From an optimization exercise on the open Yosys and OpenROAD flow, aimed at small area; shortcuts taken in it are not production practice.
Where RTL was checked, it was by simulation tests only, not by an equivalence proof against the original.
Function not checked in run 4: the RTL went through the layout flow alone.
No activity file was given, so power comes from the tool's default toggle rates.

==> design/flow/design.v <==
module pixel_frame_loader #(
  parameter int NUM_PIXELS = 208,
  parameter int PIX_W      = 8,
  parameter int ERR_W      = 8
) (
  input  logic                        clk,
  input  logic                        rst,
  input  logic [PIX_W-1:0]            pix_data,
  input  logic                        pix_valid,
  input  logic                        pix_sof,
  output logic                        pix_ready,
  output logic                        nn_start,
  input  logic                        nn_done,
  output logic [NUM_PIXELS*PIX_W-1:0] frame_pixels,
  output logic                        busy,
  output logic                        sync_err,
  output logic [ERR_W-1:0]            err_count
);
  localparam int IDX_W = $clog2(NUM_PIXELS);
  localparam logic [IDX_W-1:0] LAST = IDX_W'(NUM_PIXELS - 1);
  typedef enum logic [1:0] {
    L_IDLE,
    L_RUN,
    L_DRAIN
  } l_state_t;
  l_state_t         state, state_nxt;
  logic             show_full;    
  logic             fill_full;    
  logic [IDX_W-1:0] wr_idx;
  logic             xfer, we, fill, err, rel, copy;
  logic [NUM_PIXELS*PIX_W-1:0] fill_q;
  logic [NUM_PIXELS*PIX_W-1:0] show_q;
  assign pix_ready = rst & ~(show_full & fill_full);
  assign xfer      = pix_valid & pix_ready;
  assign err       = xfer & (pix_sof ? (wr_idx != '0) : (wr_idx == '0));
  assign we        = xfer & (pix_sof | (wr_idx != '0));
  assign fill      = xfer & ~pix_sof & (wr_idx == LAST);
  assign copy      = fill_full & ~show_full;
  assign nn_start  = (state == L_RUN);
  assign busy      = (state != L_IDLE);
  always_comb begin
    state_nxt = state;
    rel       = 1'b0;
    unique case (state)
      L_IDLE:
        if ((show_full | fill_full) && !nn_done)
          state_nxt = L_RUN;
      L_RUN:
        if (nn_done)
          state_nxt = L_DRAIN;
      L_DRAIN:
        if (!nn_done) begin
          state_nxt = L_IDLE;
          rel       = 1'b1;
        end
      default:
        state_nxt = L_IDLE;
    endcase
  end
  always_ff @(posedge clk) begin
    if (!rst) begin
      state     <= L_IDLE;
      show_full <= 1'b0;
      fill_full <= 1'b0;
    end else begin
      state <= state_nxt;
      if (copy)
        show_full <= 1'b1;
      else if (rel)
        show_full <= 1'b0;
      if (fill)
        fill_full <= 1'b1;
      else if (copy)
        fill_full <= 1'b0;
    end
  end
  always_ff @(posedge clk) begin
    if (!rst) begin
      wr_idx    <= '0;
      sync_err  <= 1'b0;
      err_count <= '0;
    end else begin
      sync_err <= err;
      if (err && (err_count != '1))
        err_count <= err_count + 1'b1;
      if (xfer) begin
        if (pix_sof)
          wr_idx <= IDX_W'(1);
        else if (fill)
          wr_idx <= '0;
        else if (wr_idx != '0)
          wr_idx <= wr_idx + 1'b1;
      end
    end
  end
  localparam int NB = NUM_PIXELS * PIX_W;
  always_ff @(posedge clk) begin
    fill_q <= ({NB{we}} & {pix_data, fill_q[NB-1:PIX_W]}) | ({NB{~we}} & fill_q);
    show_q <= ({NB{copy}} & fill_q) | ({NB{show_full}} & show_q);
  end
  assign frame_pixels = show_q;
endmodule
==> design/flow/flow/run.sh <==
#!/bin/bash
set -euo pipefail
export BUFFER_PORTS_ARGS="-buffer_cell sky130_fd_sc_hd__buf_1"
export CTS_ARGS="-sink_clustering_enable -repair_clock_nets -sink_clustering_size 16 -sink_clustering_max_diameter 60 -buf_list sky130_fd_sc_hd__clkbuf_8 -dont_use_dummy_load"
bash standard.sh "BUFFER_PORTS_ARGS=$BUFFER_PORTS_ARGS" "CTS_ARGS=$CTS_ARGS" finish > standard_flow.log 2>&1
==> design/flow/standard.sh <==
#!/bin/bash
# synth_recipe.tcl (not shown) runs the flow's synth.tcl, then flattens the netlist and writes it again
# the make line also repeats each setting of config.mk as NAME=value (left out here)
make -C /OpenROAD-flow-scripts/flow DESIGN_CONFIG=/design/flow/config.mk WORK_HOME=/design/flow/orfs CLKGATE_MAP_FILE= SYNTH_SCRIPT=/design/flow/synth_recipe.tcl "${@:-finish}"
==> design/flow/config.mk <==
export PLATFORM = sky130hd
export DESIGN_NAME = pixel_frame_loader
export DESIGN_NICKNAME = pixel_frame_loader
export VERILOG_FILES = /design/flow/design.v
export SDC_FILE = /design/flow/constraint.sdc
export NUM_CORES = 4
export LEC_CHECK = 0
export CAP_MARGIN = 20
export CORE_ASPECT_RATIO = 0.4
export CORE_MARGIN = 2
export CORE_UTILIZATION = 50
export SLEW_MARGIN = 20
==> design/flow/constraint.sdc <==
create_clock -name core_clock -period 10.0 [get_ports {clk}]
set_input_delay 2.0000 -clock core_clock [delete_from_list [all_inputs] [get_ports {clk}]]
set_output_delay 2.0000 -clock core_clock [all_outputs]
set_load 0.01 [all_outputs]
==> results of run 1 <==
## cells by family (layout without fill, tap and decap cells)
logic type      count (synthesis)  in the layout  share of synthesized area
buf+inv                       381           1981                    0.01557
simple gates                   71             71                   0.003909
flops                        3349           3349                     0.8327
mux                             4              4                  0.0003984
xor+xnor                        1              1                 0.00008715
compound gates               1692           1692                     0.1468
fa+ha+maj                       4              4                  0.0004980
other cells                     0              4                          0
## critical path, cell delays in order
cell	delay, ns
sky130_fd_sc_hd__buf_1	0.40
sky130_fd_sc_hd__inv_1	0.40
sky130_fd_sc_hd__nor2_1	0.59
sky130_fd_sc_hd__buf_1	0.24
## stage by stage
step | util | instance area [µm²] | power (mW)
floorplan | - | 100500 | 15.07
global placement | 0.5506 | 109300 | 14.90
detailed placement | 0.5507 | 109300 | 14.91
CTS | 0.5671 | 112600 | 20.90
global route | 0.5672 | 112600 | 21.44
finish | 0.5672 | 112600 | 20.75
## power by group
part           leakage (nW)  switching (mW)  internal, mW
combinational          7.85           0.144        0.0157
sequential             24.7          0.0297          14.4
clock                  1.70            4.05          2.11
total                  34.3            4.22          16.5
## cell usage after synthesis, types with 4 or more instances
cell type,n
sky130_fd_sc_hd__buf_1,11
sky130_fd_sc_hd__inv_1,7
sky130_fd_sc_hd__a22o_1,1664
sky130_fd_sc_hd__nand2_1,17
sky130_fd_sc_hd__nor2_1,8
sky130_fd_sc_hd__dfxtp_1,1685
sky130_fd_sc_hd__nand3_1,7
sky130_fd_sc_hd__clkbuf_1,257
sky130_fd_sc_hd__buf_2,104
sky130_fd_sc_hd__o21ai_0,6
sky130_fd_sc_hd__ha_1,4
sky130_fd_sc_hd__mux2i_1,4
sky130_fd_sc_hd__nand4_1,9
sky130_fd_sc_hd__and3_1,5
sky130_fd_sc_hd__edfxtp_1,1664
sky130_fd_sc_hd__nor3_1,4
sky130_fd_sc_hd__a21oi_1,7
## area by class of cell
type                    count  area [µm²]
flip-flops and latches   3349       83700
repair buffers           1738        6957
multi-input cells        1772       15270
diodes                      4       10.01
inverters                   7       26.28
well taps                2677        3349
fillers                 15836       85900
clock buffers             236        3248
## final timing paths
kind | start | end | slack [ns] | cells past startpoint
min reg2reg | register | register | 0.38 | 0
max reg2reg | show_full$_SDFFE_PN0P_ | show_q[441]$_DFF_P_ | 5.51 | 5
max | rst | pix_ready | 4.35 | 4
min | register | register | 0.38 | 0
## per-layer routing
metal | wire [µm] | part of all wire
met5 | 48 | 0.00017
met4 | 13610 | 0.048
met3 | 19200 | 0.068
met2 | 138000 | 0.49
met1 | 111000 | 0.39
==> impl_metrics.csv, run 1 <==
group,metric,value,unit
timing,finClkSkew,0.1060,ns
final_layout,post_route_cells_drive_above_1_share,0.04196,
run,maxCapViolCount,0,
timing,fin_setup_tns,0,ns
cts,cts_repair_resize_count,0,
run_status,outcome,"timing/DRC/antenna clean",
worst_setup_path,cp.required,8.00,ns
timing,final-max-slew-violation-count,0,
yosys,ys.flop_type,"sky130_fd_sc_hd__dfxtp_1",
worst_setup_path,cp-end-kind,"output pin",
global_route,maximum_number_of_pins_on_one_net_before_global_route_repair,222,
yosys,post_synth_inst_count,5502,
cts,holdBufCountCts,0,
route,first_pass_iters,5,
yosys,syn_area,100500,µm²
timing,slew_headroom,0.1378,
worst_setup_path,critical_path_peak_fanout,14,
hold_path,worst_hold_path_type,"register to register",
pwr,p_per_area,184.3,nW/µm²
cts,tritoncts.num_buffers,236,
cts,htree_num_levels,4,
floorplan,die_w,712.9,µm
final_layout,final_nets,7121,
cts,clock_tree.root_cell,"sky130_fd_sc_hd__clkbuf_8",
place,gp_congestion,0.9271,
yosys,mappedNetlistNets,5519,
cts,cts.path.max_buffers,4,
cts,postCtsSetupRepairBufs,0,
floorplan,initial_core_util,0.5064,
floorplan,die_height,287.6,µm
global_route,antenna_found_initial,13,
yosys,synth_sequential_area_ratio,0.8327,
cts,clock_sinks,3349,
place,io_buffers,1688,
route,detail-route-antenna-nets,0,
global_route,grt_pass1_vias,54714,
floorplan,core_area,198500,µm²
floorplan,die_area,205000,µm²
final_layout,final_cell_mix,"sky130_fd_sc_hd__buf_1, sky130_fd_sc_hd__dfxtp_1, sky130_fd_sc_hd__a22o_1, sky130_fd_sc_hd__edfxtp_1, sky130_fd_sc_hd__clkbuf_8",
place,dpl_worst_slack,4.380,ns
timing,setup_slack,4.352,ns
timing,report.final.hold_viol_count,0,
timing,setup_violations,0,
yosys,synth_enable_flop_cells,1664,
timing,final_min_period_over_clock_period,0.5648,
cts,cts_tree,"yes",
global_route,gr_busiest_metal,"met2",
global_route,use_met3,0.06277,
route,vias_per_cell,5.728,
yosys,yosys-top-cells-area,"sky130_fd_sc_hd__edfxtp_1, sky130_fd_sc_hd__dfxtp_1, sky130_fd_sc_hd__a22o_1",
worst_setup_path,critical_path_source_type,"primary input",
pwr,vdd_drop_max,100.8,µV
global_route,grt_pass1_wl,395700,µm
worst_setup_path,criticalPathCategory,"primary input to output pin",
timing,maximum_achievable_frequency,177.1,MHz
yosys,yosysTopAreaCell,"sky130_fd_sc_hd__edfxtp_1",
timing,fin_crit,5.648,ns
route,routed_wl,281900,µm
global_route,groute.usage.overall,0.2619,
cts,worst_setup_hold_path_clk_slew,0.11,ns
route,initialDrtViolationCount,5521,
timing,grt_setup_unrepaired,"false",
yosys,asyncSetResetFlopFracSynth,0,
final_layout,syn_to_final_growth,12.00,%
timing,tightest_slew,1.293,ns
route,route.detailed.drc,0,
floorplan,io-pin-count,1689,
yosys,synth_top_area_frac,0.4971,
pwr,static-leakage-power,34.26,nW
route,via_count,56040,
floorplan,core.rowCount,103,
yosys,ys_ff_latch,3349,
final_layout,final_common_cell,"sky130_fd_sc_hd__buf_1",
place,place_inst,9543,
place,detailed_place_hpwl,194900,µm
yosys,warnings_synthesis,1,
global_route,globalRouteMet2Util,0.4358,
yosys,post_synth_num_cell_types,44,
final_layout,instances_no_fill,9783,
yosys,syn-mean-instance-area,18.27,µm²
worst_setup_path,arr_time_crit_path,3.65,ns
cts,worst_skew_pair.late_latency,0.98,ns
timing,hold_slack,0.3848,ns
global_route,globalRouteOverflowTotal,0,
route,post_drt_wl_per_cell,28.81,µm
global_route,met1_layer_usage_reported_by_global_route,0.3327,
==> run 2, diff against run 1 <==
--- a/design/flow/config.mk
+++ b/design/flow/config.mk
@@ -8,5 +8,5 @@
 export CAP_MARGIN = 20
-export CORE_ASPECT_RATIO = 0.4
 export CORE_MARGIN = 2
-export CORE_UTILIZATION = 50
+export CORE_UTILIZATION = 40
+export PLACE_DENSITY = 0.75
 export SLEW_MARGIN = 20
==> run 2 against run 1 <==
Effect of this change:
- still clean on timing, DRC and antenna
- maximum frequency up 8.7%
- wire length up 5.9%
- hold slack worse by 0.065 ns
- highest routed layer unchanged
==> impl_metrics.csv, run 2 <==
group,metric,value,unit
route,routed_wl,298500,µm
yosys,synth_most_common_cell,"sky130_fd_sc_hd__dfxtp_1",
yosys,asyncSetResetFlopFracSynth,0,
pwr,static-leakage-power,34.30,nW
yosys,ys_ff_latch,3349,
yosys,post_synth_inst_count,5502,
pwr,vdd_drop_max,137.1,µV
route,detail-route-antenna-nets,0,
route,first_pass_iters,7,
worst_setup_path,arr_time_crit_path,3.20,ns
worst_setup_path,timing.critical_path.slowest_cell_delay,0.40,ns
floorplan,core.rowCount,184,
cts,worst_setup_hold_path_clk_slew,0.10,ns
global_route,maximum_number_of_pins_on_one_net_before_global_route_repair,234,
place,detailed_place_hpwl,215900,µm
timing,report.final.hold_viol_count,0,
worst_setup_path,critPathSlowestCell,"sky130_fd_sc_hd__buf_1",
global_route,grt_pass1_vias,55051,
global_route,globalRouteOverflowTotal,0,
timing,fin_setup_tns,0,ns
route,post_drt_wl_per_cell,28.52,µm
yosys,syn-mean-instance-area,18.27,µm²
yosys,ys.flop_type,"sky130_fd_sc_hd__dfxtp_1",
final_layout,final_nets,7129,
timing,final_min_period_over_clock_period,0.5196,
final_layout,post_route_cells_drive_above_1_share,0.04304,
global_route,antenna_found_initial,26,
worst_setup_path,critical_path_peak_fanout,14,
worst_setup_path,worstRegToRegCells,5,
cts,tritoncts.num_buffers,238,
cts,worst_skew_pair.late_latency,1.07,ns
worst_setup_path,criticalPathCategory,"primary input to output pin",
yosys,syn_area,100500,µm²
yosys,warnings_synthesis,1,
global_route,grt_pass1_wl,413800,µm
place,gp_congestion,0.9540,
cts,holdBufCountCts,0,
worst_setup_path,critical_path_source_type,"primary input",
place,place_inst,10220,
floorplan,core_area,250700,µm²
cts,postCtsSetupRepairBufs,0,
route,route.detailed.drc,0,
final_layout,final_cell_mix,"sky130_fd_sc_hd__buf_1, sky130_fd_sc_hd__dfxtp_1, sky130_fd_sc_hd__a22o_1, sky130_fd_sc_hd__edfxtp_1, sky130_fd_sc_hd__clkbuf_8",
floorplan,die_area,255300,µm²
global_route,met1_layer_usage_reported_by_global_route,0.2701,
yosys,post_synth_num_cell_types,44,
final_layout,count_of_filler_cells_inserted_in_the_layout,21350,
final_layout,syn_to_final_growth,12.88,%
global_route,groute.usage.overall,0.2224,
final_layout,final_common_cell,"sky130_fd_sc_hd__buf_1",
worst_setup_path,timing.reg2reg.setup_slack,4.86,ns
timing,finClkSkew,0.2157,ns
yosys,synth_sequential_area_ratio,0.8327,
floorplan,initial_core_util,0.4009,
cts,cts_tree,"yes",
cts,cts.path.max_buffers,3,
global_route,use_met3,0.07802,
floorplan,die_height,505.3,µm
cts,cts_repair_resize_count,0,
timing,setup_violations,0,
final_layout,postLayoutCoreUtil,0.4526,
hold_path,hold-path-cell-count,0,
route,vias_per_cell,5.486,
cts,htree_num_levels,4,
pwr,power,20.68,mW
yosys,mappedNetlistNets,5519,
yosys,synth.top_cells.by_count,"sky130_fd_sc_hd__dfxtp_1, sky130_fd_sc_hd__a22o_1, sky130_fd_sc_hd__edfxtp_1, sky130_fd_sc_hd__clkbuf_1, sky130_fd_sc_hd__buf_2",
cts,clock_sinks,3349,
worst_setup_path,chain_of_cells_forming_the_critical_path,"buf_1 > inv_1 > nor2_1 > buf_1",
final_layout,instances_no_fill,10467,
yosys,yosys-top-cells-area,"sky130_fd_sc_hd__edfxtp_1, sky130_fd_sc_hd__dfxtp_1, sky130_fd_sc_hd__a22o_1",
global_route,globalRouteMet2Util,0.3428,
route,initialDrtViolationCount,7183,
timing,maximum_achievable_frequency,192.5,MHz
yosys,yosysTopAreaCell,"sky130_fd_sc_hd__edfxtp_1",
timing,slew_headroom,0.1759,
timing,final-max-slew-violation-count,0,
final_layout,sequential_cell_area,83700,µm²
yosys,synth_enable_flop_cells,1664,
worst_setup_path,cp-end-kind,"output pin",
run,maxCapViolCount,0,
global_route,gr_busiest_metal,"met2",
worst_setup_path,cp.required,8.00,ns
timing,tightest_slew,1.236,ns
pwr,p_per_area,182.3,nW/µm²
cts,clock_tree.root_cell,"sky130_fd_sc_hd__clkbuf_8",
timing,grt_setup_unrepaired,"false",
final_layout,multiInputGateArea,15270,µm²
worst_setup_path,r2r_start,"show_full$_SDFFE_PN0P_",
floorplan,io-pin-count,1689,
place,io_buffers,1688,
worst_setup_path,reg2reg_to,"show_q[915]$_DFF_P_",
run_status,outcome,"timing/DRC/antenna clean",
hold_path,worst_hold_path_type,"register to register",
yosys,synth_top_area_frac,0.4971,
worst_setup_path,crit_top_cell,"sky130_fd_sc_hd__buf_1",
timing,hold_slack,0.3199,ns
timing,fin_crit,5.196,ns
route,via_count,57426,
floorplan,die_w,505.3,µm
run 2: through the flow:
| step | worst slack, ns | instance area, µm² |
|---|---|---|
| after floorplan | -17.26 | 100500 |
| after global placement | 4.194 | 110100 |
| after detailed placement | 4.468 | 110200 |
| after CTS | 4.778 | 113400 |
| after global routing | 4.677 | 113400 |
| final | 4.804 | 113500 |
run 2: kinds of logic (layout without fill, tap and decap cells):
| family | after synthesis | in the layout | share of synthesized area |
|---|---|---|---|
| AOI/OAI and AO/OA | 1692 | 1692 | 0.1468 |
| muxes | 4 | 4 | 0.0003984 |
| adders and majority gates | 4 | 4 | 0.0004980 |
| buffers and inverters | 381 | 1989 | 0.01557 |
| DFF | 3349 | 3349 | 0.8327 |
| and+or+nand+nor | 71 | 71 | 0.003909 |
| other | 0 | 9 | 0 |
| xor gates and xnor gates | 1 | 1 | 0.00008715 |
run 2: worst max-delay path by stage:
stage | end | slack [ns] | depth (start not counted) | from
floorplan | register | -17.26 | 3 | rst
global placement | register | 4.19 | 6 | rst
detailed placement | register | 4.47 | 7 | rst
CTS | pix_ready | 4.78 | 4 | rst
global route | show_q[1064]$_DFF_P_ | 4.68 | 5 | show_full$_SDFFE_PN0P_
finish | pix_ready | 4.80 | 4 | rst
run 2: area by class of cell:
type | count | area share
diodes | 9 | 0.0001985
flip-flops and latches | 3349 | 0.7377
repair buffers | 1744 | 0.06142
multi-input cells | 1772 | 0.1346
inverters | 7 | 0.0002316
well taps | 3348 | 0.03692
clock buffers | 238 | 0.02887
run 2: routing by layer:
metal  up-vias  wire length [µm]
li1      24613                 -
met1     29115            111300
met2      3070            136900
met3       622             30720
met4         6             19430
met5         -               221
run 2: report_power, final:
part	internal, mW	switching (mW)
clock	2.11	3.97
sequential	14.4	0.0389
combinational	0.0151	0.143
run 2: worst max-delay path: cells and delay by family:
kind	cells	cell delay, ns
and+or+nand+nor	1	0.24
buffers and inverters	3	0.95
==> run 3, diff against run 2 <==
--- a/design/flow/config.mk
+++ b/design/flow/config.mk
@@ -10,3 +10,2 @@
 export CORE_UTILIZATION = 40
-export PLACE_DENSITY = 0.75
 export SLEW_MARGIN = 20
==> run 3 against run 2 <==
Effect of this change:
- first-iteration DRC count decreased by 17%
- non-clock buffer count is 3 lower
- synthesized cell count stayed put
- area after synthesis did not move
- register-to-register slack improved by 0.16 ns
- cell count hardly changed
- clock-buffer cell count decreased by 2
- worst setup slack lost 0.57 ns
- utilization hardly changed
- still clean on timing, DRC and antenna
- critical path type unchanged
==> impl_metrics.csv, run 3 <==
group,metric,value,unit
yosys,synth_enable_flop_cells,1664,
worst_setup_path,cp.required,8.00,ns
yosys,post_synth_num_cell_types,44,
pwr,static-leakage-power,34.28,nW
worst_setup_path,timing.reg2reg.setup_slack,5.02,ns
place,detailed_place_hpwl,208200,µm
cts,holdBufCountCts,0,
pwr,p_per_area,182.7,nW/µm²
yosys,synth_sequential_area_ratio,0.8327,
place,dpl_worst_slack,4.185,ns
yosys,asyncSetResetFlopFracSynth,0,
floorplan,initial_core_util,0.4009,
cts,cts.path.max_buffers,3,
yosys,warnings_synthesis,1,
global_route,globalRouteMet2Util,0.3561,
final_layout,final_common_cell,"sky130_fd_sc_hd__buf_1",
timing,final_min_period_over_clock_period,0.5770,
timing,fin_crit,5.770,ns
cts,clock_tree.root_cell,"sky130_fd_sc_hd__clkbuf_8",
timing,tightest_slew,1.212,ns
place,gp_congestion,0.8792,
final_layout,final_nets,7124,
yosys,syn_area,100500,µm²
floorplan,core_area,250700,µm²
floorplan,die_height,505.3,µm
timing,report.final.hold_viol_count,0,
global_route,grt_pass1_wl,409400,µm
route,first_pass_iters,7,
cts,cts_repair_resize_count,0,
cts,postCtsSetupRepairBufs,0,
worst_setup_path,worstRegToRegCells,5,
global_route,groute.usage.overall,0.2196,
final_layout,post_route_cells_drive_above_1_share,0.04236,
timing,fin_setup_tns,0,ns
final_layout,post_route_cell_area,113400,µm²
timing,setup_violations,0,
cts,worst_skew_pair.late_latency,1.06,ns
route,detail-route-antenna-nets,0,
worst_setup_path,criticalPathCategory,"primary input to output pin",
global_route,antenna_found_initial,17,
global_route,met1_layer_usage_reported_by_global_route,0.2661,
pwr,vdd_drop_max,122.2,µV
yosys,yosys-top-cells-area,"sky130_fd_sc_hd__edfxtp_1, sky130_fd_sc_hd__dfxtp_1, sky130_fd_sc_hd__a22o_1",
yosys,post_synth_inst_count,5502,
run,maxCapViolCount,0,
final_layout,syn_to_final_growth,12.85,%
yosys,syn-mean-instance-area,18.27,µm²
floorplan,core.rowCount,184,
floorplan,die_area,255300,µm²
yosys,synth_most_common_cell,"sky130_fd_sc_hd__dfxtp_1",
global_route,use_met3,0.07057,
yosys,synth_top_area_frac,0.4971,
cts,cts_tree,"yes",
worst_setup_path,setup.worst_path.end,"pix_ready",
yosys,yosysTopAreaCell,"sky130_fd_sc_hd__edfxtp_1",
cts,clock_sinks,3349,
global_route,maximum_number_of_pins_on_one_net_before_global_route_repair,219,
yosys,mappedNetlistNets,5519,
place,placed_area,110100,µm²
worst_setup_path,arr_time_crit_path,3.77,ns
worst_setup_path,r2r_start,"show_full$_SDFFE_PN0P_",
global_route,globalRouteOverflowTotal,0,
worst_setup_path,crit_start,"rst",
worst_setup_path,critical_path_source_type,"primary input",
place,io_buffers,1688,
run_status,outcome,"timing/DRC/antenna clean",
yosys,synth.top_cells.by_count,"sky130_fd_sc_hd__dfxtp_1, sky130_fd_sc_hd__a22o_1, sky130_fd_sc_hd__edfxtp_1, sky130_fd_sc_hd__clkbuf_1, sky130_fd_sc_hd__buf_2",
hold_path,worst_hold_path_type,"register to register",
cts,worst_setup_hold_path_clk_slew,0.10,ns
timing,final-max-slew-violation-count,0,
yosys,ys_ff_latch,3349,
route,vias_per_cell,5.345,
worst_setup_path,reg2reg_to,"show_q[956]$_DFF_P_",
route,route.detailed.drc,0,
route,routed_wl,294300,µm
timing,finClkSkew,0.1789,ns
timing,slew_headroom,0.1919,
route,post_drt_wl_per_cell,28.14,µm
timing,maximum_achievable_frequency,173.3,MHz
yosys,ys.flop_type,"sky130_fd_sc_hd__dfxtp_1",
final_layout,final_cell_mix,"sky130_fd_sc_hd__buf_1, sky130_fd_sc_hd__dfxtp_1, sky130_fd_sc_hd__a22o_1, sky130_fd_sc_hd__edfxtp_1, sky130_fd_sc_hd__clkbuf_8",
timing,grt_setup_unrepaired,"false",
timing,setup_slack,4.230,ns
final_layout,count_of_filler_cells_inserted_in_the_layout,22072,
route,initialDrtViolationCount,5929,
route,via_count,55905,
floorplan,io-pin-count,1689,
floorplan,die_w,505.3,µm
global_route,gr_busiest_metal,"met2",
cts,tritoncts.num_buffers,236,
worst_setup_path,critical_path_peak_fanout,14,
cts,htree_num_levels,4,
global_route,grt_pass1_vias,54064,
worst_setup_path,cp-end-kind,"output pin",
[run 3: how the worst min path moves through the flow]
stage | cells past startpoint | slack [ns] | to
after global placement | 0 | 0.43 | register
after detailed placement | 0 | 0.43 | register
after CTS | 0 | 0.32 | register
after floorplan | 0 | 0.43 | register
final | 0 | 0.33 | register
after global routing | 0 | 0.35 | register
[run 3: critical path, cell delays in order]
cell	delay (ns)
sky130_fd_sc_hd__buf_1	0.43
sky130_fd_sc_hd__inv_1	0.40
sky130_fd_sc_hd__nor2_1	0.69
sky130_fd_sc_hd__buf_1	0.23
[run 3: area by class of cell]
| cell class | instances | area [µm²] | area share |
|---|---|---|---|
| multi-input cells | 1772 | 15270 | 0.1347 |
| flip-flops and latches | 3349 | 83700 | 0.7380 |
| clock buffers | 236 | 3248 | 0.02864 |
| diodes | 6 | 15.01 | 0.0001324 |
| inverters | 7 | 26.28 | 0.0002317 |
| repair buffers | 1741 | 6970 | 0.06145 |
| well taps | 3348 | 4189 | 0.03693 |
[run 3: where the power goes]
group	total (mW)	internal, mW	switching, mW
Combinational	0.160	0.0167	0.144
Clock	6.13	2.10	4.03
Sequential	14.4	14.4	0.0327
[run 3: cells by family (layout without fill, tap and decap cells)]
kind of cell,count (synthesis),after routing,share of synthesized area
adder cells (fa/ha/maj),4,4,0.0004980
other,0,6,0
multiplexers,4,4,0.0003984
flip-flops,3349,3349,0.8327
buffers and inverters,381,1984,0.01557
AO/OA/AOI/OAI,1692,1692,0.1468
XOR/XNOR,1,1,0.00008715
AND/OR/NAND/NOR,71,71,0.003909
[run 3: stage by stage]
stage	instances	utilization	total power [mW]	hold slack [ns]
floorplan	5502	-	15.07	0.4273
global route	10459	0.4524	21.37	0.3498
CTS	10452	0.4522	20.89	0.3201
detailed placement	10216	0.4393	14.91	0.4324
global placement	10216	0.4393	14.90	0.4284
finish	10459	0.4524	20.72	0.3272
[run 3: metal layers]
layer | share of wire | wire length (µm)
met5 | 0.000037 | 11
met4 | 0.049 | 14450
met3 | 0.087 | 25600
met2 | 0.48 | 141200
met1 | 0.38 | 113000
==> run 4, diff against run 3 <==
--- a/design/flow/design.v
+++ b/design/flow/design.v
@@ -26,9 +26,9 @@
   l_state_t         state, state_nxt;
-  logic             show_full;    
-  logic             fill_full;    
-  logic [IDX_W-1:0] wr_idx;
-  logic             xfer, we, fill, err, rel, copy;
-  logic [NUM_PIXELS*PIX_W-1:0] fill_q;
-  logic [NUM_PIXELS*PIX_W-1:0] show_q;
-  assign pix_ready = rst & ~(show_full & fill_full);
+  logic [1:0]       bank_full, full_nxt;
+  logic             wr_bank, rd_bank;
+  logic [IDX_W-1:0] wr_idx, wr_addr;
+  logic             xfer, we, fill, err, rel;
+  logic [PIX_W-1:0] mem0 [NUM_PIXELS];
+  logic [PIX_W-1:0] mem1 [NUM_PIXELS];
+  assign pix_ready = rst & ~bank_full[wr_bank];
   assign xfer      = pix_valid & pix_ready;
@@ -36,4 +36,4 @@
   assign we        = xfer & (pix_sof | (wr_idx != '0));
+  assign wr_addr   = pix_sof ? '0 : wr_idx;
   assign fill      = xfer & ~pix_sof & (wr_idx == LAST);
-  assign copy      = fill_full & ~show_full;
   assign nn_start  = (state == L_RUN);
@@ -45,3 +45,3 @@
       L_IDLE:
-        if ((show_full | fill_full) && !nn_done)
+        if (bank_full[rd_bank] && !nn_done)
           state_nxt = L_RUN;
@@ -59,2 +59,9 @@
   end
+  always_comb begin
+    full_nxt = bank_full;
+    if (rel)
+      full_nxt[rd_bank] = 1'b0;
+    if (fill)
+      full_nxt[wr_bank] = 1'b1;
+  end
   always_ff @(posedge clk) begin
@@ -62,14 +69,9 @@
       state     <= L_IDLE;
-      show_full <= 1'b0;
-      fill_full <= 1'b0;
+      rd_bank   <= 1'b0;
+      bank_full <= '0;
     end else begin
-      state <= state_nxt;
-      if (copy)
-        show_full <= 1'b1;
-      else if (rel)
-        show_full <= 1'b0;
-      if (fill)
-        fill_full <= 1'b1;
-      else if (copy)
-        fill_full <= 1'b0;
+      state     <= state_nxt;
+      bank_full <= full_nxt;
+      if (rel)
+        rd_bank <= ~rd_bank;
     end
@@ -78,2 +80,3 @@
     if (!rst) begin
+      wr_bank   <= 1'b0;
       wr_idx    <= '0;
@@ -88,5 +91,6 @@
           wr_idx <= IDX_W'(1);
-        else if (fill)
-          wr_idx <= '0;
-        else if (wr_idx != '0)
+        else if (fill) begin
+          wr_idx  <= '0;
+          wr_bank <= ~wr_bank;
+        end else if (wr_idx != '0)
           wr_idx <= wr_idx + 1'b1;
@@ -95,8 +99,13 @@
   end
-  localparam int NB = NUM_PIXELS * PIX_W;
-  always_ff @(posedge clk) begin
-    fill_q <= ({NB{we}} & {pix_data, fill_q[NB-1:PIX_W]}) | ({NB{~we}} & fill_q);
-    show_q <= ({NB{copy}} & fill_q) | ({NB{show_full}} & show_q);
+  for (genvar g = 0; g < NUM_PIXELS; g++) begin : g_px
+    always_ff @(posedge clk) begin
+      if (we && (wr_addr == IDX_W'(g))) begin
+        if (wr_bank)
+          mem1[g] <= pix_data;
+        else
+          mem0[g] <= pix_data;
+      end
+    end
+    assign frame_pixels[g*PIX_W +: PIX_W] = rd_bank ? mem1[g] : mem0[g];
   end
-  assign frame_pixels = show_q;
 endmodule
==> design/flow/run.sh (new file) <==
#!/bin/bash
# synth_recipe.tcl (not shown) runs the flow's synth.tcl, then flattens the netlist and writes it again
# the make line also repeats each setting of config.mk as NAME=value (left out here)
make -C /OpenROAD-flow-scripts/flow DESIGN_CONFIG=/design/flow/config.mk WORK_HOME=/design/flow/orfs CLKGATE_MAP_FILE= SYNTH_SCRIPT=/design/flow/synth_recipe.tcl finish
removed: design/flow/flow/run.sh
removed: design/flow/standard.sh
==> run 4 against run 3 <==
Effect of this change:
- still clean
- clock power increased by 110%
- clock skew is 0.11 ns lower
- utilization is 6.0 points higher
- power grew 38%
- hold slack better by 0.19 ns
- die area rose by 22%
- clock-buffer cell count increased by 189
- synthesized cell count grew 6.9%
- wire length grew 44%
- via count is 14% higher
- design area up 38%
- critical path type unchanged
- largest cell class unchanged
- largest power group unchanged
==> impl_metrics.csv, run 4 <==
group,metric,value,unit
cts,worst_setup_hold_path_clk_slew,0.06,ns
worst_setup_path,timing.critical_path.slowest_cell_delay,0.86,ns
route,detail-route-antenna-nets,0,
place,placed_area,145100,µm²
yosys,warnings_synthesis,3,
yosys,post_synth_inst_count,5880,
global_route,grt_pass1_wl,555800,µm
worst_setup_path,critPathSlowestCell,"sky130_fd_sc_hd__clkdlybuf4s50_1",
cts,cts_repair_resize_count,0,
timing,tightest_slew,1.283,ns
timing,finClkSkew,0.06664,ns
run_status,outcome,"timing/DRC/antenna clean",
worst_setup_path,arr_time_crit_path,4.65,ns
yosys,synth_sequential_area_ratio,0.8178,
yosys,synth.top_cells.by_count,"sky130_fd_sc_hd__edfxtp_1, sky130_fd_sc_hd__mux2_2, sky130_fd_sc_hd__nor2_1, sky130_fd_sc_hd__clkbuf_1, sky130_fd_sc_hd__nand2_1",
floorplan,core.rowCount,203,
timing,final-max-slew-violation-count,0,
route,first_pass_iters,16,
timing,hold_slack,0.5157,ns
yosys,yosysTopAreaCell,"sky130_fd_sc_hd__edfxtp_1",
worst_setup_path,critical_path_peak_fanout,16,
cts,holdBufCountCts,0,
hold_path,worst_hold_path_type,"register to register",
timing,fin_crit,6.655,ns
yosys,ys_ff_latch,3351,
final_layout,final_common_cell,"sky130_fd_sc_hd__edfxtp_1",
cts,htree_num_levels,5,
yosys,synth_enable_flop_cells,3328,
global_route,maximum_number_of_pins_on_one_net_before_global_route_repair,183,
floorplan,initial_core_util,0.4018,
place,io_buffers,1688,
final_layout,count_of_filler_cells_inserted_in_the_layout,24375,
route,via_count,63583,
floorplan,die_height,558.0,µm
run,maxCapViolCount,0,
cts,worst_skew_pair.late_latency,0.93,ns
route,post_drt_wl_per_cell,34.94,µm
place,gp_congestion,0.8389,
route,routed_wl,424400,µm
place,detailed_place_hpwl,282700,µm
yosys,synth_top_area_frac,0.8140,
yosys,ys.flop_type,"sky130_fd_sc_hd__edfxtp_1",
floorplan,die_w,558.0,µm
yosys,mappedNetlistNets,5897,
timing,report.final.hold_viol_count,0,
global_route,groute.usage.overall,0.2646,
worst_setup_path,crit_top_cell,"sky130_fd_sc_hd__clkdlybuf4s50_1",
route,route.detailed.drc,0,
worst_setup_path,critical_path_source_type,"primary input",
cts,clock_tree.root_cell,"sky130_fd_sc_hd__clkbuf_16",
cts,clock_sinks,3351,
cts,tritoncts.num_buffers,349,
timing,maximum_achievable_frequency,150.3,MHz
yosys,post_synth_num_cell_types,46,
worst_setup_path,cp-end-kind,"output pin",
worst_setup_path,chain_of_cells_forming_the_critical_path,"clkdlybuf4s50_1 > inv_1 > nor2_1 > clkdlybuf4s50_1",
timing,grt_setup_unrepaired,"false",
yosys,syn-mean-instance-area,20.88,µm²
final_layout,reg_top3,"mem0: 1664 flops, mem1: 1664 flops",
final_layout,post_route_cell_area,156400,µm²
global_route,grt_pass1_vias,64277,
floorplan,io-pin-count,1689,
worst_setup_path,cp.required,8.00,ns
global_route,globalRouteOverflowTotal,0,
yosys,asyncSetResetFlopFracSynth,0,
timing,slew_headroom,0.1445,
pwr,p_per_area,182.8,nW/µm²
final_layout,post_route_cells_drive_above_1_share,0.2885,
final_layout,syn_to_final_growth,27.43,%
floorplan,die_area,311400,µm²
route,initialDrtViolationCount,6618,
floorplan,core_area,305600,µm²
timing,fin_setup_tns,0,ns
pwr,static-leakage-power,49.26,nW
worst_setup_path,timing.reg2reg.setup_slack,5.25,ns
cts,cts_tree,"yes",
timing,final_min_period_over_clock_period,0.6655,
pwr,vdd_drop_max,157.8,µV
yosys,syn_area,122800,µm²
worst_setup_path,criticalPathCategory,"primary input to output pin",
final_layout,final_nets,7760,
route,vias_per_cell,5.234,
cts,cts.path.max_buffers,4,
final_layout,final_cell_mix,"sky130_fd_sc_hd__edfxtp_1, sky130_fd_sc_hd__clkdlybuf4s50_1, sky130_fd_sc_hd__mux2_2",
timing,setup_violations,0,
global_route,antenna_found_initial,32,
cts,postCtsSetupRepairBufs,0,
yosys,synth_most_common_cell,"sky130_fd_sc_hd__edfxtp_1",
yosys,yosys-top-cells-area,"sky130_fd_sc_hd__edfxtp_1, sky130_fd_sc_hd__mux2_2, sky130_fd_sc_hd__nor2_1",
-- run 4: final timing paths --
check,from,end,cells after the start
worst max-delay path,rst,pix_ready,4
worst min-delay path,bank_full[1]$_SDFF_PN0_,bank_full[1]$_SDFF_PN0_,2
worst max register to register,wr_idx[0]$_SDFFE_PN0P_,mem0[177][5]$_DFFE_PP_,10
worst min register to register,bank_full[1]$_SDFF_PN0_,bank_full[1]$_SDFF_PN0_,2
-- run 4: logic make-up (layout without fill, tap and decap cells) --
group	after synthesis	in the layout	synth area share
flops	3351	3351	0.8178
mux	1668	1668	0.1530
simple gates	545	545	0.01818
buf+inv	269	2421	0.008479
compound gates	41	41	0.002028
fa+ha+maj	4	4	0.0004077
xor+xnor	2	2	0.0001427
other cells	0	15	0
-- run 4: power by group --
group          switching [mW]  internal (mW)  leakage [nW]
clock network            5.55           7.26          5.47
logic                   0.316         0.0316          13.7
registers             0.00242           15.4          30.1
-- run 4: stage by stage --
stage                     total power, mW  std cells  setup slack (ns)  utilization
after global placement              16.09      11490             3.519       0.4746
after CTS                           28.80      12132             3.408       0.5118
final                               28.59      12147             3.345       0.5120
after global routing                29.34      12134             3.384       0.5119
after floorplan                     15.75       5880             5.477            -
after detailed placement            16.10      11492             3.477       0.4748
-- run 4: layer usage --
metal | up-vias | routed length (µm) | track usage
li1 | 26853 | - | -
met1 | 33156 | 151700 | 0.3037
met2 | 2928 | 204800 | 0.4346
met3 | 644 | 42170 | 0.09144
met4 | 2 | 25790 | 0.1431
met5 | - | 8 | 0
-- run 4: critical path: cells and delay by family --
| kind | cells | cell delay [ns] |
|---|---|---|
| simple gates | 1 | 0.56 |
| buf+inv | 3 | 2.06 |
-- run 4: final cells by class --
cell class,instances,area [µm²],share of cell area
Sequential cell,3351,100400,0.6418
Multi-Input combinational cell,2260,21600,0.1381
Antenna cell,15,37.54,0.0002399
Inverter,9,33.78,0.0002159
Clock buffer,425,9061,0.05792
Tap cell,4100,5130,0.03279
Clock inverter,215,2245,0.01435
Timing Repair Buffer,1772,17930,0.1146

afterwards: timing with drivers on the ports:
No port has a modelled driver above. Below, the same layouts with a new extraction and two added sets of constraints. Step 1, drivers: a clkbuf_16 drives clk and a buf_2 each remaining input, both assumed. Step 2, shift: input delay + t, output delay - t, t = (earliest + latest rising clock arrival at the registers) / 2. This alone moves slack from input paths to output paths. Three values: ideal ports, drivers, drivers and shift; two values: the first two.
run	shift t [ns]	setup slack, ns	worst hold slack (ns)	clock arrival spread, ns	slew at the worst register clock pin (ns)
run 1	1.010	4.352 / 4.181 / 4.181	0.385 / 0.385 / 0.385	0.125 / 0.125	0.11 / 0.11
run 2	1.045	4.804 / 4.754 / 4.439	0.320 / 0.320 / 0.320	0.240 / 0.240	0.10 / 0.10
run 3	1.057	4.230 / 4.063 / 4.063	0.327 / 0.327 / 0.327	0.205 / 0.205	0.11 / 0.11
run 4	1.019	3.345 / 3.134 / 3.134	0.516 / 0.516 / 0.516	0.084 / 0.084	0.07 / 0.07
After both steps setup and hold are still met in every run listed. For run 2, which loses most, drivers alone change the setup slack by -0.050 ns; drivers and shift together by -0.365 ns.
